Source: an optimization exercise on an open RTL-to-GDS flow (aim: small area, a short achievable clock period and few clock cycles per item). Production flows keep margins and buffers that such runs may drop. No run shown here included a check of the RTL's function; only the layout flow was run.

===== config.mk =====
export PLATFORM = sky130hd
export DESIGN_NAME = fft_top
export DESIGN_NICKNAME = fft_top
export VERILOG_FILES = /design/flow/design.v
export SDC_FILE = /design/flow/constraint.sdc
export NUM_CORES = 4
export LEC_CHECK = 0
export CAP_MARGIN = 20
export CORE_MARGIN = 2
export CORE_UTILIZATION = 30
export SLEW_MARGIN = 20

===== constraint.sdc =====
create_clock -name core_clock -period 13.5 [get_ports {i_clk}]
set_input_delay 2.7000 -clock core_clock [delete_from_list [all_inputs] [get_ports {i_clk}]]
set_output_delay 2.7000 -clock core_clock [all_outputs]
set_load 0.01 [all_outputs]

===== design.v =====
`default_nettype none
package fft_pkg;
	typedef logic signed [16-1:0] sample_t;
	typedef struct packed {
		sample_t re;
		sample_t im;
	} cpx_t;
	typedef logic [4-1:0] addr_t;
	localparam int LAT = 24;
	localparam int LAT_B = LAT - 16;
endpackage
`default_nettype wire
`default_nettype none
module fft_loader (
	input  logic             i_clk,
	input  logic             i_wr_en,
	input  logic [16-1:0] i_wr_sel,
	input  fft_pkg::sample_t i_in_re,
	input  fft_pkg::sample_t i_in_im,
	input  logic             i_rd_en,
	input  fft_pkg::addr_t   i_rd_addr,
	output fft_pkg::cpx_t    o_rd_q
);
	logic [2*16-1:0] bank [0:16-1];
	always_ff @(posedge i_clk) begin
		for (int i = 0; i < 16; i++) begin
			if (i_wr_en && i_wr_sel[i]) begin
				bank[i] <= {i_in_re, i_in_im};
			end
		end
		if (i_rd_en) begin
			o_rd_q <= bank[i_rd_addr];
		end
	end
endmodule
`default_nettype wire
`default_nettype none
module fft_add #(
	parameter int W = 16
) (
	input  logic [W-1:0] i_a,
	input  logic [W-1:0] i_b,
	input  logic         i_c,
	output logic [W-1:0] o_s
);
	logic [W-1:0] h, g, p, gn, pn;
	always_comb begin
		h    = i_a ^ i_b;
		g    = i_a & i_b;
		p    = h;
		g[0] = g[0] | (h[0] & i_c);
		for (int l = 0; l < 5; l++) begin
			if ((1 << l) < W) begin
				gn = g;
				pn = p;
				for (int i = 0; i < W; i++) begin
					if (((i >> l) & 1) == 1) begin
						gn[i] = g[i] | (p[i] & g[((i >> l) << l) - 1]);
						pn[i] = p[i] & p[((i >> l) << l) - 1];
					end
				end
				g = gn;
				p = pn;
			end
		end
		o_s = h ^ {g[W-2:0], i_c};
	end
endmodule
module fft_butterfly #(
	parameter int D = 1
) (
	input  logic          i_clk,
	input  logic          i_adv,
	input  logic          i_hi,
	input  logic          i_swap,
	input  logic          i_neg_re,
	input  logic          i_neg_im,
	input  logic          i_nz_re,
	input  logic          i_nz_im,
	input  fft_pkg::cpx_t i_y,
	output fft_pkg::cpx_t o_out
);
	logic [2*16-1:0] ring [0:D-1];
	fft_pkg::cpx_t lo, sum, diff, ring_in;
	fft_pkg::sample_t q_re, q_im, p_re, m_re, p_im, m_im;
	logic z_re, z_im, cp_re, cm_re, cp_im, cm_im;
	assign lo = ring[0];
	always_comb begin
		q_re  = i_swap ? i_y.im : i_y.re;
		q_im  = i_swap ? i_y.re : i_y.im;
		z_re  = i_swap ? i_nz_im : i_nz_re;
		z_im  = i_swap ? i_nz_re : i_nz_im;
		cp_re = i_neg_re & z_re;
		cm_re = ~cp_re;
		cp_im = i_neg_im & z_im;
		cm_im = ~cp_im;
	end
	fft_add #(.W(16)) u_p_re (.i_a(lo.re), .i_b(q_re),  .i_c(cp_re), .o_s(p_re));
	fft_add #(.W(16)) u_m_re (.i_a(lo.re), .i_b(~q_re), .i_c(cm_re), .o_s(m_re));
	fft_add #(.W(16)) u_p_im (.i_a(lo.im), .i_b(q_im),  .i_c(cp_im), .o_s(p_im));
	fft_add #(.W(16)) u_m_im (.i_a(lo.im), .i_b(~q_im), .i_c(cm_im), .o_s(m_im));
	always_comb begin
		sum.re  = i_neg_re ? m_re : p_re;
		diff.re = i_neg_re ? p_re : m_re;
		sum.im  = i_neg_im ? m_im : p_im;
		diff.im = i_neg_im ? p_im : m_im;
		ring_in = i_hi ? diff : i_y;
		o_out   = i_hi ? sum : lo;
	end
	always_ff @(posedge i_clk) begin
		for (int i = 0; i < D - 1; i++) begin
			ring[i] <= ring[i+1];
		end
		ring[D-1] <= i_adv ? ring_in : ring[0];
	end
endmodule
`default_nettype wire
`default_nettype none
module fft_csa #(
	parameter int W = 24
) (
	input  logic [W-1:0] i_a,
	input  logic [W-1:0] i_b,
	input  logic [W-1:0] i_c,
	output logic [W-1:0] o_s,
	output logic [W-1:0] o_c
);
	logic [W-1:0] m;
	assign o_s = i_a ^ i_b ^ i_c;
	assign m   = (i_a & i_b) | (i_a & i_c) | (i_b & i_c);
	assign o_c = {m[W-2:0], 1'b0};
endmodule
module fft_mul181 (
	input  logic [16:0] i_a,
	output logic [23:0] o_s,
	output logic [23:0] o_c
);
	logic [23:0] a, s1, c1, s2, c2;
	assign a = {{7{i_a[16]}}, i_a};
	fft_csa u_c1 (.i_a(a << 7), .i_b(a << 5), .i_c(a << 4), .o_s(s1), .o_c(c1));
	fft_csa u_c2 (.i_a(s1),     .i_b(c1),     .i_c(a << 2), .o_s(s2), .o_c(c2));
	fft_csa u_c3 (.i_a(s2),     .i_b(c2),     .i_c(a),      .o_s(o_s), .o_c(o_c));
endmodule
module fft_mulw1 (
	input  fft_pkg::cpx_t i_x,
	output logic [23:0]   o_s_re,
	output logic [23:0]   o_c_re,
	output logic [23:0]   o_s_im,
	output logic [23:0]   o_c_im
);
	logic [23:0] u, v;
	logic [23:0] a0, a1, a2, a3, a4, a5, a6, a7;
	logic [23:0] b0, b1, b2, b3, b4, b5, b6, b7;
	logic [23:0] as1, ac1, as2, ac2, as3, ac3, as4, ac4, as5, ac5;
	logic [23:0] bs1, bc1, bs2, bc2, bs3, bc3, bs4, bc4, bs5, bc5;
	assign u = {{8{i_x.re[16-1]}}, i_x.re};
	assign v = {{8{i_x.im[16-1]}}, i_x.im};
	assign a0 = u << 8;
	assign a1 = ~(u << 4);
	assign a2 = ~(u << 2);
	assign a3 = u;
	assign a4 = v << 6;
	assign a5 = v << 5;
	assign a6 = v << 1;
	assign a7 = 24'd2;
	assign b0 = v << 8;
	assign b1 = ~(v << 4);
	assign b2 = ~(v << 2);
	assign b3 = v;
	assign b4 = ~(u << 6);
	assign b5 = ~(u << 5);
	assign b6 = ~(u << 1);
	assign b7 = 24'd5;
	fft_csa u_a1 (.i_a(a0),  .i_b(a1),  .i_c(a2),  .o_s(as1), .o_c(ac1));
	fft_csa u_a2 (.i_a(a3),  .i_b(a4),  .i_c(a5),  .o_s(as2), .o_c(ac2));
	fft_csa u_a3 (.i_a(as1), .i_b(ac1), .i_c(as2), .o_s(as3), .o_c(ac3));
	fft_csa u_a4 (.i_a(ac2), .i_b(a6),  .i_c(a7),  .o_s(as4), .o_c(ac4));
	fft_csa u_a5 (.i_a(as3), .i_b(ac3), .i_c(as4), .o_s(as5), .o_c(ac5));
	fft_csa u_a6 (.i_a(as5), .i_b(ac5), .i_c(ac4), .o_s(o_s_re), .o_c(o_c_re));
	fft_csa u_b1 (.i_a(b0),  .i_b(b1),  .i_c(b2),  .o_s(bs1), .o_c(bc1));
	fft_csa u_b2 (.i_a(b3),  .i_b(b4),  .i_c(b5),  .o_s(bs2), .o_c(bc2));
	fft_csa u_b3 (.i_a(bs1), .i_b(bc1), .i_c(bs2), .o_s(bs3), .o_c(bc3));
	fft_csa u_b4 (.i_a(bc2), .i_b(b6),  .i_c(b7),  .o_s(bs4), .o_c(bc4));
	fft_csa u_b5 (.i_a(bs3), .i_b(bc3), .i_c(bs4), .o_s(bs5), .o_c(bc5));
	fft_csa u_b6 (.i_a(bs5), .i_b(bc5), .i_c(bc4), .o_s(o_s_im), .o_c(o_c_im));
endmodule
module fft_cpa (
	input  logic [23:0]            i_s,
	input  logic [23:0]            i_c,
	output logic [16-1:0]  o_t,
	output logic                   o_nz
);
	logic [23:0] p;
	fft_add #(.W(24)) u_add (.i_a(i_s), .i_b(i_c), .i_c(1'b0), .o_s(p));
	assign o_t  = p[8 +: 16];
	assign o_nz = |p[7:0];
endmodule
module fft_engine (
	input  logic           i_clk,
	input  logic           i_adv,
	input  fft_pkg::addr_t i_pos_n,
	input  fft_pkg::cpx_t  i_x,
	output fft_pkg::cpx_t  o_y
);
	fft_pkg::addr_t p0, p1, pm2, p2, pm3, p3;
	logic hi0, hi1, rot1, mul2, hi2, rot2, use3, sel3_x, sel3_w1, swap3, hi3, rot3, kk3;
	always_comb begin
		p0  = i_pos_n - fft_pkg::addr_t'(1);
		p1  = i_pos_n - fft_pkg::addr_t'(3);
		pm2 = i_pos_n - fft_pkg::addr_t'(6);
		p2  = i_pos_n - fft_pkg::addr_t'(8);
		pm3 = i_pos_n - fft_pkg::addr_t'(14);
		p3  = i_pos_n - fft_pkg::addr_t'(16);
	end
	always_ff @(posedge i_clk) begin
		hi0     <= p0[0];
		hi1     <= p1[1];
		rot1    <= p1[0];
		mul2    <= pm2[2] & pm2[0];
		hi2     <= p2[2];
		rot2    <= p2[1];
		use3    <= pm3[3] & (pm3[1:0] == 2'd2);
		sel3_x  <= ~pm3[3] | (pm3[1:0] == 2'd0);
		sel3_w1 <= pm3[3] & pm3[0];
		swap3   <= pm3[3] & (pm3[1:0] == 2'd3);
		hi3     <= p3[3];
		rot3    <= p3[2];
		kk3     <= (p3[1:0] == 2'd3);
	end
	fft_pkg::cpx_t s0_out, r1, s1_out, r2, r2m, s2_out, r3a, r3, r3m;
	logic          nz2, nz3_re, nz3_im;
	fft_butterfly #(.D(1)) u_s0 (
		.i_clk (i_clk), .i_adv (i_adv),
		.i_hi (hi0), .i_swap (1'b0), .i_neg_re (1'b0), .i_neg_im (1'b0),
		.i_nz_re (1'b0), .i_nz_im (1'b0),
		.i_y (i_x), .o_out (s0_out)
	);
	always_ff @(posedge i_clk) begin
		if (i_adv) r1 <= s0_out;
	end
	fft_butterfly #(.D(2)) u_s1 (
		.i_clk (i_clk), .i_adv (i_adv),
		.i_hi (hi1), .i_swap (rot1), .i_neg_re (1'b0), .i_neg_im (rot1),
		.i_nz_re (1'b0), .i_nz_im (1'b0),
		.i_y (r1), .o_out (s1_out)
	);
	always_ff @(posedge i_clk) begin
		if (i_adv) r2 <= s1_out;
	end
	fft_pkg::cpx_t wx;
	logic [16:0]   wa, wb;
	logic [23:0]   w2_s_re, w2_c_re, w2_s_im, w2_c_im;
	assign wx = use3 ? r3 : r2;
	fft_add #(.W(17)) u_wa (
		.i_a ({wx.re[16-1], wx.re}),
		.i_b ({wx.im[16-1], wx.im}), .i_c (1'b0), .o_s (wa));
	fft_add #(.W(17)) u_wb (
		.i_a ({wx.im[16-1], wx.im}),
		.i_b (~{wx.re[16-1], wx.re}), .i_c (1'b1), .o_s (wb));
	fft_mul181 u_w2re (.i_a (wa), .o_s (w2_s_re), .o_c (w2_c_re));
	fft_mul181 u_w2im (.i_a (wb), .o_s (w2_s_im), .o_c (w2_c_im));
	logic [23:0]   cs2_s_re, cs2_c_re, cs2_s_im, cs2_c_im;
	fft_pkg::cpx_t y2;
	logic          nz2_d, nz2_im_unused;
	always_ff @(posedge i_clk) begin
		if (i_adv) begin
			if (mul2) begin
				cs2_s_re <= w2_s_re;
				cs2_c_re <= w2_c_re;
				cs2_s_im <= w2_s_im;
				cs2_c_im <= w2_c_im;
			end else begin
				cs2_s_re <= {r2.re, 8'd0};
				cs2_c_re <= '0;
				cs2_s_im <= {r2.im, 8'd0};
				cs2_c_im <= '0;
			end
		end
	end
	fft_cpa u_cpa2re (.i_s (cs2_s_re), .i_c (cs2_c_re), .o_t (y2.re), .o_nz (nz2_d));
	fft_cpa u_cpa2im (.i_s (cs2_s_im), .i_c (cs2_c_im), .o_t (y2.im), .o_nz (nz2_im_unused));
	always_ff @(posedge i_clk) begin
		if (i_adv) begin
			r2m <= y2;
			nz2 <= nz2_d;
		end
	end
	fft_butterfly #(.D(4)) u_s2 (
		.i_clk (i_clk), .i_adv (i_adv),
		.i_hi (hi2), .i_swap (rot2), .i_neg_re (1'b0), .i_neg_im (rot2),
		.i_nz_re (nz2), .i_nz_im (1'b0),
		.i_y (r2m), .o_out (s2_out)
	);
	always_ff @(posedge i_clk) begin
		if (i_adv) begin
			r3a <= s2_out;
			r3  <= r3a;
		end
	end
	fft_pkg::cpx_t x3;
	logic [23:0]   w1_s_re, w1_c_re, w1_s_im, w1_c_im;
	logic [23:0]   cs3_s_re, cs3_c_re, cs3_s_im, cs3_c_im;
	fft_pkg::cpx_t y3;
	logic          nz3_re_d, nz3_im_d;
	always_comb begin
		x3.re = swap3 ? r3.im : r3.re;
		x3.im = swap3 ? r3.re : r3.im;
	end
	fft_mulw1 u_w1 (.i_x (x3), .o_s_re (w1_s_re), .o_c_re (w1_c_re), .o_s_im (w1_s_im), .o_c_im (w1_c_im));
	always_ff @(posedge i_clk) begin
		if (i_adv) begin
			if (sel3_x) begin
				cs3_s_re <= {r3.re, 8'd0};
				cs3_c_re <= '0;
				cs3_s_im <= {r3.im, 8'd0};
				cs3_c_im <= '0;
			end else if (sel3_w1) begin
				cs3_s_re <= w1_s_re;
				cs3_c_re <= w1_c_re;
				cs3_s_im <= w1_s_im;
				cs3_c_im <= w1_c_im;
			end else begin
				cs3_s_re <= w2_s_re;
				cs3_c_re <= w2_c_re;
				cs3_s_im <= w2_s_im;
				cs3_c_im <= w2_c_im;
			end
		end
	end
	fft_cpa u_cpa3re (.i_s (cs3_s_re), .i_c (cs3_c_re), .o_t (y3.re), .o_nz (nz3_re_d));
	fft_cpa u_cpa3im (.i_s (cs3_s_im), .i_c (cs3_c_im), .o_t (y3.im), .o_nz (nz3_im_d));
	always_ff @(posedge i_clk) begin
		if (i_adv) begin
			r3m    <= y3;
			nz3_re <= nz3_re_d;
			nz3_im <= nz3_im_d;
		end
	end
	fft_butterfly #(.D(8)) u_s3 (
		.i_clk (i_clk), .i_adv (i_adv),
		.i_hi (hi3), .i_swap (rot3),
		.i_neg_re (rot3 & kk3), .i_neg_im (rot3 | kk3),
		.i_nz_re (nz3_re), .i_nz_im (nz3_im),
		.i_y (r3m), .o_out (o_y)
	);
endmodule
`default_nettype wire
`default_nettype none
module fft_unloader (
	input  logic             i_clk,
	input  logic             i_arst_n,
	input  logic             i_push,
	input  fft_pkg::cpx_t    i_data,
	input  logic             i_last,
	output logic             o_skid_full_next,
	output logic             o_out_valid,
	input  logic             i_out_ready,
	output fft_pkg::sample_t o_out_re,
	output fft_pkg::sample_t o_out_im,
	output logic             o_out_last
);
	logic          skid_v, skid_last, head_last;
	fft_pkg::cpx_t skid_d, head_d;
	logic          pop, hold;
	logic          head_v_n, skid_v_n;
	assign pop  = o_out_valid & i_out_ready;
	assign hold = o_out_valid & ~i_out_ready;
	always_comb begin
		if (hold) begin
			head_v_n = 1'b1;
			skid_v_n = skid_v | i_push;
		end else begin
			head_v_n = skid_v | i_push;
			skid_v_n = 1'b0;
		end
	end
	assign o_skid_full_next = skid_v_n;
	always_ff @(posedge i_clk or negedge i_arst_n) begin
		if (!i_arst_n) begin
			o_out_valid <= 1'b0;
			skid_v      <= 1'b0;
		end else begin
			o_out_valid <= head_v_n;
			skid_v      <= skid_v_n;
		end
	end
	always_ff @(posedge i_clk) begin
		if (hold) begin
			if (i_push) begin
				skid_d    <= i_data;
				skid_last <= i_last;
			end
		end else if (skid_v) begin
			head_d    <= skid_d;
			head_last <= skid_last;
		end else if (i_push) begin
			head_d    <= i_data;
			head_last <= i_last;
		end
	end
	assign o_out_re   = head_d.re;
	assign o_out_im   = head_d.im;
	assign o_out_last = head_last;
endmodule
`default_nettype wire
`default_nettype none
module fft_top (
	input  logic             i_clk,
	input  logic             i_arst_n,
	input  logic             i_in_valid,
	output logic             o_in_ready,
	input  fft_pkg::sample_t i_in_re,
	input  fft_pkg::sample_t i_in_im,
	output logic             o_out_valid,
	input  logic             i_out_ready,
	output fft_pkg::sample_t o_out_re,
	output fft_pkg::sample_t o_out_im,
	output logic             o_out_last
);
	localparam fft_pkg::addr_t LAST = fft_pkg::addr_t'(16 - 1);
	localparam fft_pkg::addr_t LB   = fft_pkg::addr_t'(fft_pkg::LAT_B);
	fft_pkg::addr_t wcnt;
	logic           wpar;
	logic           avail;      
	logic           in_rdy;
	fft_pkg::addr_t pos;        
	logic           rpar;
	logic           adv;        
	logic [2:0]     sc;         
	logic           cur_data;   
	logic           ft_a, ft_b, ft_c;  
	logic           skid_full_next;
	fft_pkg::addr_t ra, ra_n;   
	logic           take, wdone, boundary, data_now, rdone, start;
	logic           push;
	fft_pkg::addr_t wcnt_n, pos_n;
	logic           wpar_n, rpar_n, avail_n, cur_data_n;
	logic           ft_a_n, ft_b_n, ft_c_n;
	logic [2:0]     sc_n;
	logic           active_n, adv_n, reading_n, in_rdy_n, empty;
	logic           av0, av1, adv0, adv1, rdy0, rdy1;
	fft_pkg::addr_t wa_n;
	logic [16-1:0] wsel, wsel_n;  
	logic           ev, ev_n, ex_last, ex_last_n;
	always_comb begin
		take     = i_in_valid & in_rdy;
		wdone    = take & (wcnt == LAST);
		boundary = (pos == '0);
		data_now = boundary ? avail : cur_data;
		rdone    = adv & data_now & (pos == LAST);
		start    = adv & boundary;
		wcnt_n     = wcnt + fft_pkg::addr_t'(take);
		wpar_n     = wpar ^ wdone;
		rpar_n     = rpar ^ rdone;
		avail_n    = wdone | (avail & ~rdone);
		pos_n      = pos + fft_pkg::addr_t'(adv);
		cur_data_n = start ? avail : cur_data;
		ft_a_n     = start ? avail : ft_a;
		ft_b_n     = start ? ft_a  : ft_b;
		ft_c_n     = start ? ft_b  : ft_c;
		push = adv & ev;
		if (pos_n == '0 || pos_n >= LB) begin
			ev_n = ft_b_n;
		end else begin
			ev_n = ft_c_n;
		end
		ex_last_n = ((pos_n - LB) == LAST);
		empty = boundary & ~ft_a & ~ft_b;
		if (adv || empty) begin
			sc_n = '0;
		end else begin
			sc_n = sc + 3'd1;
		end
		reading_n = (pos_n == '0) ? av0 : cur_data_n;
		av0  = avail & ~rdone;
		av1  = (wcnt == LAST) | av0;
		adv0 = ((pos_n != '0) | av0 | ft_a_n | ft_b_n) & ~skid_full_next & (sc_n == '0);
		adv1 = ((pos_n != '0) | av1 | ft_a_n | ft_b_n) & ~skid_full_next & (sc_n == '0);
		rdy0 = ~av0 | (reading_n & ((pos_n > wcnt) | ((pos_n == wcnt) & adv0)));
		rdy1 = ~av1 | (((pos_n == '0) ? av1 : cur_data_n)
			& ((pos_n > (wcnt + 4'd1)) | ((pos_n == (wcnt + 4'd1)) & adv1)));
		adv_n    = take ? adv1 : adv0;
		in_rdy_n = take ? rdy1 : rdy0;
		for (int i = 0; i < 4; i++) begin
			ra_n[i] = rpar_n ? pos_n[i] : pos_n[4-1-i];
			wa_n[i] = wpar_n ? wcnt_n[4-1-i] : wcnt_n[i];
		end
		for (int i = 0; i < 16; i++) begin
			wsel_n[i] = (wa_n == fft_pkg::addr_t'(i));
		end
	end
	always_ff @(posedge i_clk or negedge i_arst_n) begin
		if (!i_arst_n) begin
			wcnt     <= '0;
			wpar     <= 1'b0;
			rpar     <= 1'b0;
			avail    <= 1'b0;
			pos      <= '0;
			cur_data <= 1'b0;
			ft_a     <= 1'b0;
			ft_b     <= 1'b0;
			ft_c     <= 1'b0;
			sc       <= '0;
			adv      <= 1'b0;
			in_rdy   <= 1'b0;
			ra       <= '0;
			wsel     <= 16'(1);
			ev       <= 1'b0;
			ex_last  <= 1'b0;
		end else begin
			wcnt     <= wcnt_n;
			wpar     <= wpar_n;
			rpar     <= rpar_n;
			avail    <= avail_n;
			pos      <= pos_n;
			cur_data <= cur_data_n;
			ft_a     <= ft_a_n;
			ft_b     <= ft_b_n;
			ft_c     <= ft_c_n;
			sc       <= sc_n;
			adv      <= adv_n;
			in_rdy   <= in_rdy_n;
			ra       <= ra_n;
			wsel     <= wsel_n;
			ev       <= ev_n;
			ex_last  <= ex_last_n;
		end
	end
	assign o_in_ready = in_rdy;
	fft_pkg::cpx_t rd_data, pipe_out;
	fft_loader u_loader (
		.i_clk    (i_clk),
		.i_wr_en  (take),
		.i_wr_sel (wsel),
		.i_in_re  (i_in_re),
		.i_in_im  (i_in_im),
		.i_rd_en  (adv),
		.i_rd_addr(ra),
		.o_rd_q   (rd_data)
	);
	fft_engine u_engine (
		.i_clk (i_clk),
		.i_adv (adv),
		.i_pos_n (pos_n),
		.i_x   (rd_data),
		.o_y   (pipe_out)
	);
	fft_unloader u_unloader (
		.i_clk            (i_clk),
		.i_arst_n         (i_arst_n),
		.i_push           (push),
		.i_data           (pipe_out),
		.i_last           (ex_last),
		.o_skid_full_next (skid_full_next),
		.o_out_valid      (o_out_valid),
		.i_out_ready      (i_out_ready),
		.o_out_re         (o_out_re),
		.o_out_im         (o_out_im),
		.o_out_last       (o_out_last)
	);
endmodule
`default_nettype wire

===== run.sh =====
#!/bin/bash
# synth_recipe.tcl (not shown) runs the flow's synth.tcl, then flattens the netlist and writes it again
# the make line also repeats each setting of config.mk as NAME=value (left out here)
make -C /OpenROAD-flow-scripts/flow DESIGN_CONFIG=/design/flow/config.mk WORK_HOME=/design/flow/orfs CLKGATE_MAP_FILE= SYNTH_SCRIPT=/design/flow/synth_recipe.tcl finish

==> results.toml, run 1 <==
[yosys]
synth.area.mux_share_pct = 4.87
ys_top_cells_by_count = "edfxtp_1 (1015), inv_1 (676), nor2_1 (501)"
ys.flop_type = "edfxtp_1"
synth_compound_area_share_pct = 10.5
synth_xor_xnor_area_share_pct = 3.99
synth_top_family_by_area = "adder cells"
synth_cells = 6330
synthArstFlopShare_pct = 2.90
synth-simple-area-share_pct = 7.17
synth.top_cell.area_share_pct = 39.9
synth-edff-count = 1015
synth_top_area_cell = "edfxtp_1"
seq_area_frac_synth_pct = 53.4
synthAdderAreaFrac_pct = 15.5
ys_top_cells_by_area = "edfxtp_1 (40%), dfxtp_1 (12%), fa_1 (7.8%)"
syn-cell-area_um2 = 76400
ys_seq_elements = 1518
syn_area_per_cell_um2 = 12.1
yosysWarnings = 16
ys_types = 108
synth_most_common_cell = "edfxtp_1"

[drt]
ant_nets = 0
vias_per_cell = 4.81
firstDrtPassIters = 6
drt_wl_total_um = 191000
vias = 47500
routedWlPerCell_um = 19.3
drcViolationCount = 0
drtIter0Drc = 4026

[final_layout]
stdcell_area_um2 = 86200
utilization_pct = 34.0
drive_gt1_share_pct = 8.23
fin_nets = 7180
fin_cells = 9879
area_delta_synth_final_pct = 12.8

[die]
initial_core_util_pct = 30.1
die_w_um = 509
num_io_pins = 71
die_h_um = 509
die_area_um2 = 259000
fp-row-count = 185
core_um2 = 254000

[timing]
max_freq_mhz = 164
relSlewSlack_pct = 25.2
final.setup.tns_ns = 0
clock_skew_ns = 0.0710
fin_crit_sh_pct = 45.3
rsz0062_at_grt = "false"
min_period_ns = 6.11
slew_violations = 0
finalHoldViolCount = 0
tightest_slew_ns = 1.12
setup_viol = 0

[place]
io_buffer_count = 70
gp_congestion = 0.906
dp_cells = 9597
place_area_um2 = 81000
dp_hpwl_um = 127000

[critical_path]
r2r_slack_ns = 7.39
r2r_cells = 17
crit_arrival_ns = 6.60
r2r-end = "u_engine.cs3_s_im[16]$_DFFE_PP_"
path_max_fanout = 32
crit_path_start = "u_engine.use3$_DFF_P_"
cp-endpoint = "u_engine.cs3_s_im[16]$_DFFE_PP_"
r2r_start = "u_engine.use3$_DFF_P_"
crit_type = "flop to flop"
cp_cell_sequence = "mux2i_1, ha_1, inv_1, fa_1, a21o_1, a21oi_1, o211ai_2, a2111oi_0, nor3_1, or2_2, xnor2_1, ha_1, xnor2_1, fa_1, nand2_1, o21ai_0, o21ai_0"
slowest_delay_ns = 0.96
crit_path_top_delay_cell = "a2111oi_0"
end_kind = "flop"
cp-start-kind = "flop"
worstPathRequired_ns = 13.99

[clock_tree]
ctsResizeCount = 0
cts-hold-fix-buffers = 0
numCtsBuffers = 152
cts_sinks = 1518
cts_tree = "built"
cts_setup_buffers = 0
clk_pin_slew_ns = 0.06
cts_buffer_depth = 3
clk_latency_ns = 0.81
cts_max_level = 4
cts_root_buffer = "clkbuf_16"

[global_route]
grt.total_usage_pct = 14.6
grt_max_degree = 104
grt_pass1_vias = 47700
grt_pass1_wl_um = 291000
overflow = 0
antenna_found_initial = 9

[outcome]
status = "complete, no violations"

[min_path]
hold_depth = 0
min_path_type = "flop to flop"

[job]
drv_cap = 0
[worst max-delay path, delay by kind of cell, from the launching register on]
family	cells	cell delay, ns
buffers and inverters	1	0.05
adders and majority gates	4	1.41
DFF	1	0.92
AOI/OAI and AO/OA	6	1.93
and+or+nand+nor	3	0.72
muxes	1	0.33
xor gates and xnor gates	2	0.41
[cells in the final DEF (no fill, tap or decap), types with 17 or more instances in the layout]
| cell | count |
|---|---|
| mux2_2 | 122 |
| a22o_1 | 26 |
| dfxtp_1 | 449 |
| nor4_1 | 17 |
| nand2b_1 | 51 |
| nor3_1 | 42 |
| a221oi_1 | 25 |
| ha_1 | 460 |
| xor2_1 | 83 |
| clkinv_1 | 24 |
| and2_1 | 43 |
| or2_2 | 26 |
| a21o_1 | 52 |
| o21ai_0 | 218 |
| or3_1 | 26 |
| a31oi_1 | 38 |
| o211ai_1 | 46 |
| xnor2_1 | 248 |
| o21a_1 | 19 |
| clkdlybuf4s50_1 | 69 |
| mux2i_1 | 231 |
| fa_1 | 299 |
| a22oi_1 | 193 |
| nor2_1 | 488 |
| clkbuf_1 | 36 |
| inv_1 | 676 |
| clkinv_2 | 21 |
| dfrtp_1 | 41 |
| o22a_1 | 32 |
| o21bai_1 | 40 |
| edfxtp_1 | 1015 |
| buf_4 | 73 |
| nand2_1 | 249 |
| nand4_1 | 58 |
| a211oi_1 | 23 |
| nor2b_1 | 38 |
| a21oi_1 | 394 |
| nand3_1 | 68 |
| clkbuf_16 | 154 |
[per-layer routing]
layer / track usage [%] / share of wire [%] / vias to the layer above
met1: 19.6 / 44 / 23500
met5: 0 / 0.027 / -
li1: - / - / 22400
met3: 2.22 / 6.0 / 315
met2: 24.1 / 47 / 1322
met4: 4.49 / 2.8 / 10
[cell type report]
cell class,instances,area (µm²)
Sequential cell,1518,40800
Clock buffer,203,4160
Antenna cell,1,2.50
Tap cell,3366,4210
Clock inverter,78,1020
Timing Repair Buffer,143,1260
Inverter,683,2560
Multi-Input combinational cell,3887,32200
Fill cell,24900,167000
[how the worst min path moves through the flow]
stage / startpoint / to / slack (ns)
2_1_floorplan: u_engine.u_s1.ring[1][0]$_DFF_P_ / u_engine.u_s1.ring[0][0]$_DFF_P_ / 0.31
3_3_place_gp: u_engine.u_s2.ring[3][15]$_DFF_P_ / u_engine.u_s2.ring[2][15]$_DFF_P_ / 0.31
3_5_place_dp: u_engine.u_s1.ring[1][20]$_DFF_P_ / u_engine.u_s1.ring[0][20]$_DFF_P_ / 0.31
4_1_cts: u_engine.u_s3.ring[6][19]$_DFF_P_ / u_engine.u_s3.ring[5][19]$_DFF_P_ / 0.31
5_1_grt: u_engine.u_s2.ring[3][12]$_DFF_P_ / u_engine.u_s2.ring[2][12]$_DFF_P_ / 0.31
6_report: u_engine.u_s2.ring[3][12]$_DFF_P_ / u_engine.u_s2.ring[2][12]$_DFF_P_ / 0.31
[logic make-up after synthesis]
kind of cell	after synthesis
flip-flops	1518
AND/OR/NAND/NOR	1186
other	1
buffers and inverters	926
XOR/XNOR	339
AO/OA/AOI/OAI	1238
adder cells (fa/ha/maj)	767
multiplexers	355
[registers in the layout, indices dropped and copies added (netlist names), 64 cells and up]
name / flops
u_loader.bank: 512
u_engine.u_s3.ring: 256
u_engine.u_s2.ring: 128
u_engine.u_s1.ring: 64
[metrics by stage]
stage               hold slack, ns  setup slack, ns
floorplan                    0.310            0.613
global placement             0.310             7.50
detailed placement           0.312             7.53
CTS                          0.308             7.46
global route                 0.312             6.97
finish                       0.310             7.39
==> run 2, diff against run 1 <==
==> flow/run.sh (new file) <==
#!/bin/bash
# Standard layout, with the timing repair aiming for more setup slack than
# the clock period needs.
set -e
cd "$(dirname "$0")/.."
export SETUP_SLACK_MARGIN=8
bash standard.sh > standard.log 2>&1
==> standard.sh (new file) <==
#!/bin/bash
# synth_recipe.tcl (not shown) runs the flow's synth.tcl, then flattens the netlist and writes it again
# the make line also repeats each setting of config.mk as NAME=value (left out here)
make -C /OpenROAD-flow-scripts/flow DESIGN_CONFIG=/design/flow/config.mk WORK_HOME=/design/flow/orfs CLKGATE_MAP_FILE= SYNTH_SCRIPT=/design/flow/synth_recipe.tcl "${@:-finish}"
removed: run.sh
==> results.toml, run 2 <==
[outcome]
status = "complete, no violations"

[final_layout]
fill_cells = 24900
area_delta_synth_final_pct = 13.3
drive_gt1_share_pct = 8.77
final_common_cell = "edfxtp_1"
fin_nets = 7189
fin_cells = 9892
reg_top3 = "u_loader.bank (512), u_engine.u_s3.ring (256), u_engine.u_s2.ring (128)"
largest_register = "u_loader.bank"
largest_reg_flops = 512
final_cell_mix = "edfxtp_1 (1015), inv_1 (674), nor2_1 (488)"

[critical_path]
r2r_slack_ns = 8.23
path_max_fanout = 10
worstPathRequired_ns = 14.02
cp-start-kind = "flop"
cp-endpoint = "u_engine.cs3_s_re[17]$_DFFE_PP_"
end_kind = "flop"
crit_arrival_ns = 5.79
crit_path_start = "u_engine.use3$_DFF_P_"
r2r-end = "u_engine.cs3_s_re[17]$_DFFE_PP_"
crit_type = "flop to flop"
r2r_start = "u_engine.use3$_DFF_P_"
r2r_cells = 15

[clock_tree]
cts_max_level = 4
cts_tree = "built"
cts_buffer_depth = 3
cts_sinks = 1518
clk_pin_slew_ns = 0.07
numCtsBuffers = 154
clk_latency_ns = 0.85
cts-hold-fix-buffers = 0
cts_root_buffer = "clkbuf_16"

[die]
fp-row-count = 185
die_w_um = 509
initial_core_util_pct = 30.1
die_h_um = 509
num_io_pins = 71
core_um2 = 254000
die_area_um2 = 259000

[job]
drv_cap = 0

[yosys]
syn_area_per_cell_um2 = 12.1
syn-cell-area_um2 = 76400
synth_cells = 6330
ys.flop_type = "edfxtp_1"
ys_top_cells_by_count = "edfxtp_1 (1015), inv_1 (676), nor2_1 (501)"
synth-edff-count = 1015
synth_top_area_cell = "edfxtp_1"
ys_top_cells_by_area = "edfxtp_1 (40%), dfxtp_1 (12%), fa_1 (7.8%)"
yosysWarnings = 16
synth_most_common_cell = "edfxtp_1"
ys_seq_elements = 1518
synthArstFlopShare_pct = 2.90
seq_area_frac_synth_pct = 53.4
ys_types = 108
synth.top_cell.area_share_pct = 39.9

[drt]
drcViolationCount = 0
vias_per_cell = 4.84
ant_nets = 0
firstDrtPassIters = 7
drtIter0Drc = 3941
drt_wl_total_um = 191000
vias = 47800
routedWlPerCell_um = 19.3

[min_path]
hold_depth = 0
min_path_type = "flop to flop"

[place]
io_buffer_count = 70
dp_cells = 9595
gp_congestion = 0.927
dpl_worst_slack_ns = 7.48
dp_hpwl_um = 126000

[global_route]
grt_pass1_vias = 48400
antenna_found_initial = 11
grt_pass1_wl_um = 293000
grt.total_usage_pct = 14.6
grt_max_degree = 146
overflow = 0

[timing]
slew_violations = 0
hold_ws_ns = 0.292
fin_crit_sh_pct = 39.0
min_period_ns = 5.27
tightest_slew_ns = 1.01
max_freq_mhz = 190
final.setup.tns_ns = 0
setup_viol = 0
relSlewSlack_pct = 32.4
finalHoldViolCount = 0
clock_skew_ns = 0.103
rsz0062_at_grt = "true"
finalWorstSetupSlack_ns = 8.23
run 2: cell counts after synthesis:
Identical to the previous run, type by type.
run 2: worst max-delay path: stages, from the launching register on:
cell and delay, ns:
dfxtp_4 0.44, buf_12 0.17, mux2_2 0.35, ha_1 0.39, nor2b_1 0.20, a2111oi_4 0.36
o21a_4 0.23, nor2_1 0.09, xnor2_1 0.70, xnor3_4 0.48, xnor2_1 0.27, ha_1 0.30
xnor2_1 0.15, fa_1 0.54, o21ai_0 0.09, mux2_2 0.28
run 2: layout make-up:
class                      count  area [µm²]  area share [%]
antenna                        1        2.50         0.00289
timing repair buffer         150        1360            1.57
clock buffer                 204        4240            4.89
inverter                     683        2570            2.97
sequential                  1518       40800            47.1
tap                         3366        4210            4.86
multi-input combinational   3887       32300            37.3
clock inverter                83        1090            1.26
run 2: metal layers:
| layer | track usage (%) | share of wire, % | vias to the layer above |
|---|---|---|---|
| met5 | 0 | 0.054 | - |
| met4 | 4.73 | 3.0 | 16 |
| met3 | 2.41 | 6.2 | 337 |
| met2 | 23.9 | 47 | 1395 |
| met1 | 19.7 | 44 | 23700 |
| li1 | - | - | 22400 |
run 2: per-stage QoR:
step	utilization (%)	area [µm²]
4_1_cts	34.1	86400
5_1_grt	34.1	86600
2_1_floorplan	-	76400
3_3_place_gp	31.9	81000
6_report	34.1	86600
3_5_place_dp	31.9	81000
run 2: cells by family after synthesis:
group                    count (synthesis)  synth area share [%]
AO/OA/AOI/OAI                         1238                  10.5
flip-flops                            1518                  53.4
adder cells (fa/ha/maj)                767                  15.5
other                                    1               0.00491
multiplexers                           355                  4.87
AND/OR/NAND/NOR                       1186                  7.17
buffers and inverters                  926                  4.65
XOR/XNOR                               339                  3.99
run 2: worst min-delay path by stage:
stage / start / endpoint / slack [ns]
2_1_floorplan: u_engine.u_s1.ring[1][0]$_DFF_P_ / u_engine.u_s1.ring[0][0]$_DFF_P_ / 0.31
3_5_place_dp: u_engine.u_s3.ring[1][11]$_DFF_P_ / u_engine.u_s3.ring[0][11]$_DFF_P_ / 0.31
3_3_place_gp: u_engine.u_s3.ring[5][11]$_DFF_P_ / u_engine.u_s3.ring[4][11]$_DFF_P_ / 0.31
4_1_cts: u_engine.u_s2.ring[3][4]$_DFF_P_ / u_engine.u_s2.ring[2][4]$_DFF_P_ / 0.29
6_report: u_engine.u_s2.ring[3][4]$_DFF_P_ / u_engine.u_s2.ring[2][4]$_DFF_P_ / 0.29
5_1_grt: u_engine.u_s2.ring[3][4]$_DFF_P_ / u_engine.u_s2.ring[2][4]$_DFF_P_ / 0.30
run 2: repair_timing:
action | in CTS | in global routing
endpoints found under the setup margin | 94 | 46
gates resized for setup | 3 | 23
setup buffers | 1 | 8
pin swaps | 0 | 2
==> run 3, diff against run 2 <==
--- a/flow/run.sh
+++ b/flow/run.sh
@@ -3,5 +3,5 @@
 # the clock period needs.
 set -e
 cd "$(dirname "$0")/.."
-export SETUP_SLACK_MARGIN=8
+export SETUP_SLACK_MARGIN=9.5
 bash standard.sh > standard.log 2>&1
==> results.toml, run 3 <==
[critical_path]
r2r_cells = 17
worstPathRequired_ns = 14.03
r2r-end = "u_engine.cs3_s_re[16]$_DFFE_PP_"
cp-start-kind = "flop"
crit_path_start = "u_engine.r2[16]$_DFFE_PP_"
crit_arrival_ns = 5.25
cp-endpoint = "u_engine.cs3_s_re[16]$_DFFE_PP_"
crit_type = "flop to flop"
r2r_start = "u_engine.r2[16]$_DFFE_PP_"
end_kind = "flop"
r2r_slack_ns = 8.78
path_max_fanout = 5

[drt]
routedWlPerCell_um = 19.8
ant_nets = 0
drt_wl_total_um = 200000
vias_per_cell = 4.85
drcViolationCount = 0
vias = 49000
drtIter0Drc = 3809
firstDrtPassIters = 6

[job]
drv_cap = 0

[yosys]
synth_top_area_cell = "edfxtp_1"
synth_compound_area_share_pct = 10.5
synth_cells = 6330
ys.flop_type = "edfxtp_1"
synth_top_family_by_area = "adder cells"
synth_most_common_cell = "edfxtp_1"
synth-simple-area-share_pct = 7.17
syn-cell-area_um2 = 76400
synth.area.mux_share_pct = 4.87
ys_top_cells_by_area = "edfxtp_1 (40%), dfxtp_1 (12%), fa_1 (7.8%)"
synthArstFlopShare_pct = 2.90
ys_top_cells_by_count = "edfxtp_1 (1015), inv_1 (676), nor2_1 (501)"
ys_seq_elements = 1518
syn_area_per_cell_um2 = 12.1
synth_xor_xnor_area_share_pct = 3.99
synth-edff-count = 1015
yosysWarnings = 16
synthAdderAreaFrac_pct = 15.5
ys_types = 108
synth.top_cell.area_share_pct = 39.9
seq_area_frac_synth_pct = 53.4

[die]
core_um2 = 254000
die_w_um = 509
initial_core_util_pct = 30.1
die_area_um2 = 259000
num_io_pins = 71
fp-row-count = 185
die_h_um = 509

[clock_tree]
cts-hold-fix-buffers = 0
cts_buffer_depth = 3
cts_tree = "built"
numCtsBuffers = 151
clk_pin_slew_ns = 0.06
cts_root_buffer = "clkbuf_16"
cts_max_level = 4
clk_latency_ns = 0.83
cts_sinks = 1518

[final_layout]
fin_nets = 7400
drive_gt1_share_pct = 18.2
final_cell_mix = "edfxtp_1 (1015), inv_1 (629), nor2_1 (449), dfxtp_1 (449), ha_1 (409)"
utilization_pct = 36.1
stdcell_area_um2 = 91500
fin_cells = 10100
area_delta_synth_final_pct = 19.8
largest_register = "u_loader.bank"
final_common_cell = "edfxtp_1"
largest_reg_flops = 512
reg_top3 = "u_loader.bank (512), u_engine.u_s3.ring (256), u_engine.u_s2.ring (128)"

[min_path]
min_path_type = "flop to flop"

[timing]
rsz0062_at_grt = "true"
clock_skew_ns = 0.0530
min_period_ns = 4.72
finalWorstSetupSlack_ns = 8.78
hold_ws_ns = 0.284
setup_viol = 0
fin_crit_sh_pct = 34.9
relSlewSlack_pct = 25.3
finalHoldViolCount = 0
slew_violations = 0
max_freq_mhz = 212
final.setup.tns_ns = 0
tightest_slew_ns = 1.12

[place]
io_buffer_count = 70
dpl_worst_slack_ns = 7.91
place_area_um2 = 82000
dp_cells = 9593
dp_hpwl_um = 129000
gp_congestion = 0.900

[outcome]
status = "complete, no violations"

[global_route]
grt.total_usage_pct = 15.1
overflow = 0
grt_max_degree = 171
grt_pass1_wl_um = 300000
antenna_found_initial = 9
grt_pass1_vias = 48900
## run 3: cell counts after synthesis
No cell type changed its count.
## run 3: area by class of cell
cell class	count	area [µm²]
Timing Repair Buffer	364	3300
Tap cell	3366	4210
Sequential cell	1518	40800
Fill cell	24400	162000
Clock inverter	78	1010
Inverter	683	2650
Clock buffer	201	4270
Antenna cell	4	10.0
Multi-Input combinational cell	3887	35300
## run 3: worst min-delay path by stage
stage	start	endpoint	slack, ns	depth (start not counted)
2_1_floorplan	u_engine.u_s1.ring[1][0]$_DFF_P_	u_engine.u_s1.ring[0][0]$_DFF_P_	0.31	0
3_3_place_gp	u_engine.u_s3.ring[5][7]$_DFF_P_	u_engine.u_s3.ring[4][7]$_DFF_P_	0.31	0
3_5_place_dp	u_engine.u_s1.ring[1][13]$_DFF_P_	u_engine.u_s1.ring[0][13]$_DFF_P_	0.31	0
4_1_cts	u_engine.u_s2.ring[1][23]$_DFF_P_	u_engine.u_s2.ring[0][23]$_DFF_P_	0.27	0
5_1_grt	u_engine.u_s2.ring[1][23]$_DFF_P_	u_engine.u_s2.ring[0][23]$_DFF_P_	0.27	0
6_report	u_engine.u_s2.ring[1][23]$_DFF_P_	u_engine.u_s2.ring[0][23]$_DFF_P_	0.28	0
## run 3: what timing repair did
item,4_1_cts,5_1_grt
resized for setup,405,223
setup buffers,124,96
pin swaps,131,136
setup endpoints to repair,327,236
gates cloned,4,1
## run 3: cell families after synthesis
family                     count (synthesis)
other                                      1
muxes                                    355
and+or+nand+nor                         1186
xor gates and xnor gates                 339
adders and majority gates                767
DFF                                     1518
buffers and inverters                    926
AOI/OAI and AO/OA                       1238
## run 3: layer usage
metal / wire, µm / track usage, % / up-vias
met1: 87200 / 20.2 / 24300
li1: - / - / 22800
met4: 5590 / 4.34 / 10
met5: 65 / 0 / -
met2: 94800 / 25.1 / 1443
met3: 11900 / 2.48 / 367
## run 3: worst max-delay path: stages, from the launching register on
cell,delay [ns]
edfxtp_1,0.50
mux2_4,0.34
ha_2,0.18
fa_2,0.34
and2b_2,0.22
o211a_4,0.28
nor2_4,0.09
a211oi_2,0.05
fa_2,0.45
xnor2_4,0.15
buf_12,0.15
xnor2_4,0.14
xnor2_2,0.15
ha_1,0.32
xnor2_2,0.15
fa_2,0.54
o21ai_0,0.09
mux2_4,0.30
==> run 4, diff against run 3 <==
--- a/design.v
+++ b/design.v
@@ -6,7 +6,7 @@
 		sample_t im;
 	} cpx_t;
 	typedef logic [4-1:0] addr_t;
-	localparam int LAT = 24;
+	localparam int LAT = 23;
 	localparam int LAT_B = LAT - 16;
 endpackage
 `default_nettype wire
@@ -17,9 +17,8 @@
 	input  logic [16-1:0] i_wr_sel,
 	input  fft_pkg::sample_t i_in_re,
 	input  fft_pkg::sample_t i_in_im,
-	input  logic             i_rd_en,
 	input  fft_pkg::addr_t   i_rd_addr,
-	output fft_pkg::cpx_t    o_rd_q
+	output fft_pkg::cpx_t    o_rd_data
 );
 	logic [2*16-1:0] bank [0:16-1];
 	always_ff @(posedge i_clk) begin
@@ -28,10 +27,8 @@
 				bank[i] <= {i_in_re, i_in_im};
 			end
 		end
-		if (i_rd_en) begin
-			o_rd_q <= bank[i_rd_addr];
-		end
 	end
+	assign o_rd_data = bank[i_rd_addr];
 endmodule
 `default_nettype wire
 `default_nettype none
@@ -82,28 +79,26 @@
 );
 	logic [2*16-1:0] ring [0:D-1];
 	fft_pkg::cpx_t lo, sum, diff, ring_in;
-	fft_pkg::sample_t q_re, q_im, p_re, m_re, p_im, m_im;
-	logic z_re, z_im, cp_re, cm_re, cp_im, cm_im;
+	fft_pkg::sample_t q_re, q_im, n_re, n_im;
+	logic z_re, z_im, cs_re, cd_re, cs_im, cd_im;
 	assign lo = ring[0];
 	always_comb begin
 		q_re  = i_swap ? i_y.im : i_y.re;
 		q_im  = i_swap ? i_y.re : i_y.im;
 		z_re  = i_swap ? i_nz_im : i_nz_re;
 		z_im  = i_swap ? i_nz_re : i_nz_im;
-		cp_re = i_neg_re & z_re;
-		cm_re = ~cp_re;
-		cp_im = i_neg_im & z_im;
-		cm_im = ~cp_im;
-	end
-	fft_add #(.W(16)) u_p_re (.i_a(lo.re), .i_b(q_re),  .i_c(cp_re), .o_s(p_re));
-	fft_add #(.W(16)) u_m_re (.i_a(lo.re), .i_b(~q_re), .i_c(cm_re), .o_s(m_re));
-	fft_add #(.W(16)) u_p_im (.i_a(lo.im), .i_b(q_im),  .i_c(cp_im), .o_s(p_im));
-	fft_add #(.W(16)) u_m_im (.i_a(lo.im), .i_b(~q_im), .i_c(cm_im), .o_s(m_im));
+		n_re  = q_re ^ {16{i_neg_re}};
+		n_im  = q_im ^ {16{i_neg_im}};
+		cs_re = i_neg_re & ~z_re;
+		cd_re = ~i_neg_re | z_re;
+		cs_im = i_neg_im & ~z_im;
+		cd_im = ~i_neg_im | z_im;
+	end
+	fft_add #(.W(16)) u_s_re (.i_a(lo.re), .i_b(n_re),  .i_c(cs_re), .o_s(sum.re));
+	fft_add #(.W(16)) u_d_re (.i_a(lo.re), .i_b(~n_re), .i_c(cd_re), .o_s(diff.re));
+	fft_add #(.W(16)) u_s_im (.i_a(lo.im), .i_b(n_im),  .i_c(cs_im), .o_s(sum.im));
+	fft_add #(.W(16)) u_d_im (.i_a(lo.im), .i_b(~n_im), .i_c(cd_im), .o_s(diff.im));
 	always_comb begin
-		sum.re  = i_neg_re ? m_re : p_re;
-		diff.re = i_neg_re ? p_re : m_re;
-		sum.im  = i_neg_im ? m_im : p_im;
-		diff.im = i_neg_im ? p_im : m_im;
 		ring_in = i_hi ? diff : i_y;
 		o_out   = i_hi ? sum : lo;
 	end
@@ -205,12 +200,12 @@
 	fft_pkg::addr_t p0, p1, pm2, p2, pm3, p3;
 	logic hi0, hi1, rot1, mul2, hi2, rot2, use3, sel3_x, sel3_w1, swap3, hi3, rot3, kk3;
 	always_comb begin
-		p0  = i_pos_n - fft_pkg::addr_t'(1);
-		p1  = i_pos_n - fft_pkg::addr_t'(3);
-		pm2 = i_pos_n - fft_pkg::addr_t'(6);
-		p2  = i_pos_n - fft_pkg::addr_t'(8);
-		pm3 = i_pos_n - fft_pkg::addr_t'(14);
-		p3  = i_pos_n - fft_pkg::addr_t'(16);
+		p0  = i_pos_n;
+		p1  = i_pos_n - fft_pkg::addr_t'(2);
+		pm2 = i_pos_n - fft_pkg::addr_t'(5);
+		p2  = i_pos_n - fft_pkg::addr_t'(7);
+		pm3 = i_pos_n - fft_pkg::addr_t'(13);
+		p3  = i_pos_n - fft_pkg::addr_t'(15);
 	end
 	always_ff @(posedge i_clk) begin
 		hi0     <= p0[0];
@@ -244,19 +239,25 @@
 		.i_nz_re (1'b0), .i_nz_im (1'b0),
 		.i_y (r1), .o_out (s1_out)
 	);
+	logic [16:0] a2_d, b2_d, a2, b2;
+	fft_add #(.W(17)) u_a2 (
+		.i_a ({s1_out.re[16-1], s1_out.re}),
+		.i_b ({s1_out.im[16-1], s1_out.im}), .i_c (1'b0), .o_s (a2_d));
+	fft_add #(.W(17)) u_b2 (
+		.i_a ({s1_out.im[16-1], s1_out.im}),
+		.i_b (~{s1_out.re[16-1], s1_out.re}), .i_c (1'b1), .o_s (b2_d));
 	always_ff @(posedge i_clk) begin
-		if (i_adv) r2 <= s1_out;
+		if (i_adv) begin
+			r2 <= s1_out;
+			a2 <= a2_d;
+			b2 <= b2_d;
+		end
 	end
-	fft_pkg::cpx_t wx;
 	logic [16:0]   wa, wb;
 	logic [23:0]   w2_s_re, w2_c_re, w2_s_im, w2_c_im;
-	assign wx = use3 ? r3 : r2;
-	fft_add #(.W(17)) u_wa (
-		.i_a ({wx.re[16-1], wx.re}),
-		.i_b ({wx.im[16-1], wx.im}), .i_c (1'b0), .o_s (wa));
-	fft_add #(.W(17)) u_wb (
-		.i_a ({wx.im[16-1], wx.im}),
-		.i_b (~{wx.re[16-1], wx.re}), .i_c (1'b1), .o_s (wb));
+	logic [16:0]   a3, b3;
+	assign wa = use3 ? a3 : a2;
+	assign wb = use3 ? b3 : b2;
 	fft_mul181 u_w2re (.i_a (wa), .o_s (w2_s_re), .o_c (w2_c_re));
 	fft_mul181 u_w2im (.i_a (wb), .o_s (w2_s_im), .o_c (w2_c_im));
 	logic [23:0]   cs2_s_re, cs2_c_re, cs2_s_im, cs2_c_im;
@@ -291,10 +292,19 @@
 		.i_nz_re (nz2), .i_nz_im (1'b0),
 		.i_y (r2m), .o_out (s2_out)
 	);
+	logic [16:0] a3_d, b3_d;
+	fft_add #(.W(17)) u_a3 (
+		.i_a ({r3a.re[16-1], r3a.re}),
+		.i_b ({r3a.im[16-1], r3a.im}), .i_c (1'b0), .o_s (a3_d));
+	fft_add #(.W(17)) u_b3 (
+		.i_a ({r3a.im[16-1], r3a.im}),
+		.i_b (~{r3a.re[16-1], r3a.re}), .i_c (1'b1), .o_s (b3_d));
 	always_ff @(posedge i_clk) begin
 		if (i_adv) begin
 			r3a <= s2_out;
 			r3  <= r3a;
+			a3  <= a3_d;
+			b3  <= b3_d;
 		end
 	end
 	fft_pkg::cpx_t x3;
@@ -534,9 +544,8 @@
 		.i_wr_sel (wsel),
 		.i_in_re  (i_in_re),
 		.i_in_im  (i_in_im),
-		.i_rd_en  (adv),
 		.i_rd_addr(ra),
-		.o_rd_q   (rd_data)
+		.o_rd_data(rd_data)
 	);
 	fft_engine u_engine (
 		.i_clk (i_clk),
==> results.toml, run 4 <==
[yosys]
synth_most_common_cell = "edfxtp_1"
syn_area_per_cell_um2 = 12.6
ys_seq_elements = 1552
ys_types = 93
synth_xor_xnor_area_share_pct = 3.45
synth_cells = 6140
synth.top_cell.area_share_pct = 40.8
synth_compound_area_share_pct = 9.70
ys_top_cells_by_count = "edfxtp_1 (1049), inv_1 (683), ha_1 (468)"
syn-cell-area_um2 = 77100
synth-simple-area-share_pct = 6.73
ys_top_cells_by_area = "edfxtp_1 (41%), dfxtp_1 (12%), fa_1 (9.1%)"
yosysWarnings = 16
synth.area.mux_share_pct = 4.83
ys.flop_type = "edfxtp_1"
synthArstFlopShare_pct = 2.84
synth-edff-count = 1049
seq_area_frac_synth_pct = 54.2
synth_top_area_cell = "edfxtp_1"
synth_top_family_by_area = "adder cells"
synthAdderAreaFrac_pct = 16.7

[die]
die_area_um2 = 261000
num_io_pins = 71
die_h_um = 511
fp-row-count = 186
core_um2 = 256000
die_w_um = 511
initial_core_util_pct = 30.1

[place]
io_buffer_count = 70
dp_hpwl_um = 131000
gp_congestion = 0.907

[clock_tree]
cts_max_level = 4
cts_sinks = 1552
cts-hold-fix-buffers = 0
cts_root_buffer = "clkbuf_16"
cts_tree = "built"
clk_pin_slew_ns = 0.06
cts_buffer_depth = 3
clk_latency_ns = 0.87
numCtsBuffers = 155

[critical_path]
crit_type = "flop to flop"
end_kind = "flop"
worstPathRequired_ns = 14.18
crit_arrival_ns = 5.10
path_max_fanout = 6
cp-start-kind = "flop"

[final_layout]
reg_top3 = "u_loader.bank (512), u_engine.u_s3.ring (256), u_engine.u_s2.ring (128)"
multi_input_area_um2 = 34200
largest_register = "u_loader.bank"
seqCellArea_um2 = 41800
fin_nets = 7373
final_common_cell = "edfxtp_1"
final_cell_mix = "edfxtp_1 (1049), inv_1 (621), dfxtp_1 (448)"
area_delta_synth_final_pct = 20.3
largest_reg_flops = 512
drive_gt1_share_pct = 18.7
fill_cells = 24300

[timing]
finalHoldViolCount = 0
setup_viol = 0
fin_crit_sh_pct = 32.8
slew_violations = 0
tightest_slew_ns = 1.23
final.setup.tns_ns = 0
min_period_ns = 4.42
relSlewSlack_pct = 17.4
hold_ws_ns = 0.272
max_freq_mhz = 226
rsz0062_at_grt = "true"
clock_skew_ns = 0.0934

[drt]
vias_per_cell = 4.85
drcViolationCount = 0
firstDrtPassIters = 5
vias = 48700
routedWlPerCell_um = 20.7
ant_nets = 0
drt_wl_total_um = 207000
drtIter0Drc = 3881

[min_path]
min_path_type = "flop to flop"

[global_route]
grt_pass1_wl_um = 305000
grt_pass1_vias = 48900
antenna_found_initial = 7
grt.total_usage_pct = 15.2
grt_max_degree = 90
overflow = 0

[job]
drv_cap = 0

[outcome]
status = "complete, no violations"
-- run 4: changes by cell type after synthesis, sizes merged, moves of 16 or more --
cell    before   now
nor2       502   417
a21oi      396   321
mux2i      233   161
mux2       122   188
fa         299   351
xnor2      252   202
clkbuf     188   141
o21ai      219   174
o21a        20    60
edfxtp    1015  1049
and2        44    71
o211ai      47    26
xor2        83   102
nand2      249   233
-- run 4: cells by family after synthesis --
logic type	Yosys count
AOI/OAI and AO/OA	1121
xor gates and xnor gates	304
adders and majority gates	819
buffers and inverters	895
DFF	1552
muxes	349
other	1
and+or+nand+nor	1099
-- run 4: per-layer routing --
metal	track usage, %	vias up	routed length, µm
met5	0	-	12
met4	6.10	2	9220
met1	19.7	24300	86800
li1	-	22400	-
met3	2.57	429	13400
met2	25.3	1627	97900
-- run 4: worst paths after layout --
kind | start | end | slack [ns] | cells past startpoint
hold / removal | u_engine.u_s3.ring[7][17]$_DFF_P_ | u_engine.u_s3.ring[6][17]$_DFF_P_ | 0.27 | 0
min in group asynchronous | i_arst_n | wsel[14]$_DFF_PN0_ | 1.84 | 1
max in group asynchronous | i_arst_n | adv$_DFF_PN0_ | 11.19 | 1
hold reg to reg | u_engine.u_s3.ring[7][17]$_DFF_P_ | u_engine.u_s3.ring[6][17]$_DFF_P_ | 0.27 | 0
setup reg to reg | u_engine.hi0$_DFF_P_ | u_engine.b2[16]$_DFFE_PP_ | 9.08 | 17
setup / recovery | u_engine.hi0$_DFF_P_ | u_engine.b2[16]$_DFFE_PP_ | 9.08 | 17
-- run 4: through the flow --
| step | cell area, µm² | util [%] | worst slack [ns] | cells |
|---|---|---|---|---|
| after floorplan | 77900 | - | 8.04 | 6141 |
| after global placement | 82300 | 32.1 | 8.12 | 9449 |
| after detailed placement | 82300 | 32.1 | 8.05 | 9449 |
| after CTS | 90400 | 35.3 | 8.97 | 9873 |
| after global routing | 92800 | 36.2 | 8.91 | 10000 |
| final | 92800 | 36.2 | 9.08 | 10000 |
-- run 4: cell type report --
class                      count  share of cell area (%)
antenna                        4                  0.0108
clock buffer                 209                    4.62
clock inverter                73                   0.991
inverter                     689                    2.89
multi-input combinational   3694                    36.8
sequential                  1552                    45.1
tap                         3384                    4.56
timing repair buffer         426                    5.03
-- run 4: worst max-delay path: stages, from the launching register on --
cell	delay, ns
dfxtp_4	0.47
mux2_4	0.34
fa_2	0.35
a21o_1	0.18
a21o_1	0.18
a2111o_1	0.44
o21a_1	0.15
a21o_1	0.17
fa_2	0.35
xnor2_2	0.14
a21oi_2	0.20
ha_4	0.25
and3_4	0.16
a21oi_4	0.15
nand3_4	0.10
a31o_4	0.25
a2111oi_4	0.28
a21o_1	0.13
-- run 4: repair_timing --
| item | 4_1_cts | 5_1_grt |
|---|---|---|
| gates cloned | 21 | 10 |
| endpoints found under the setup margin | 413 | 176 |
| setup buffers | 121 | 144 |
| pin swaps | 84 | 169 |
| gates resized for setup | 473 | 254 |

afterwards: timing with drivers on the ports:
No port has a modelled driver above. Below, the same layouts with a new extraction and two added sets of constraints.
Step 1: set_driving_cell puts a clkbuf_16 on i_clk and a buf_2 on each other input, an assumption about the parent block.
Step 2 adds t to the input delays and takes it off the output delays; t is the mean of the earliest and latest rising clock arrival at the registers after step 1. Input paths then give back, and output paths get back, about the clock's delay inside the block.
Slacks: ideal / step 1 / step 2; pairs: ideal / step 1.
run | shift t [ns] | slack for setup (ns) | hold slack, ns | worst setup path at the end | worst register clock-pin slew, ns
run 1 | 0.873 | 7.387 / 7.387 / 7.387 | 0.310 / 0.310 / 0.310 | register to register | 0.07 / 0.07
run 2 | 0.879 | 8.229 / 8.229 / 8.077 | 0.292 / 0.292 / 0.292 | input to register | 0.07 / 0.07
run 3 | 0.893 | 8.783 / 8.783 / 8.783 | 0.284 / 0.284 / 0.284 | register to register | 0.07 / 0.07
run 4 | 0.903 | 9.077 / 9.077 / 8.959 | 0.272 / 0.272 / 0.272 | input to register | 0.07 / 0.07
After both steps setup and hold are still met in every run listed. For run 2, which loses most, drivers alone change the setup slack by 0.000 ns; drivers and shift together by -0.152 ns.
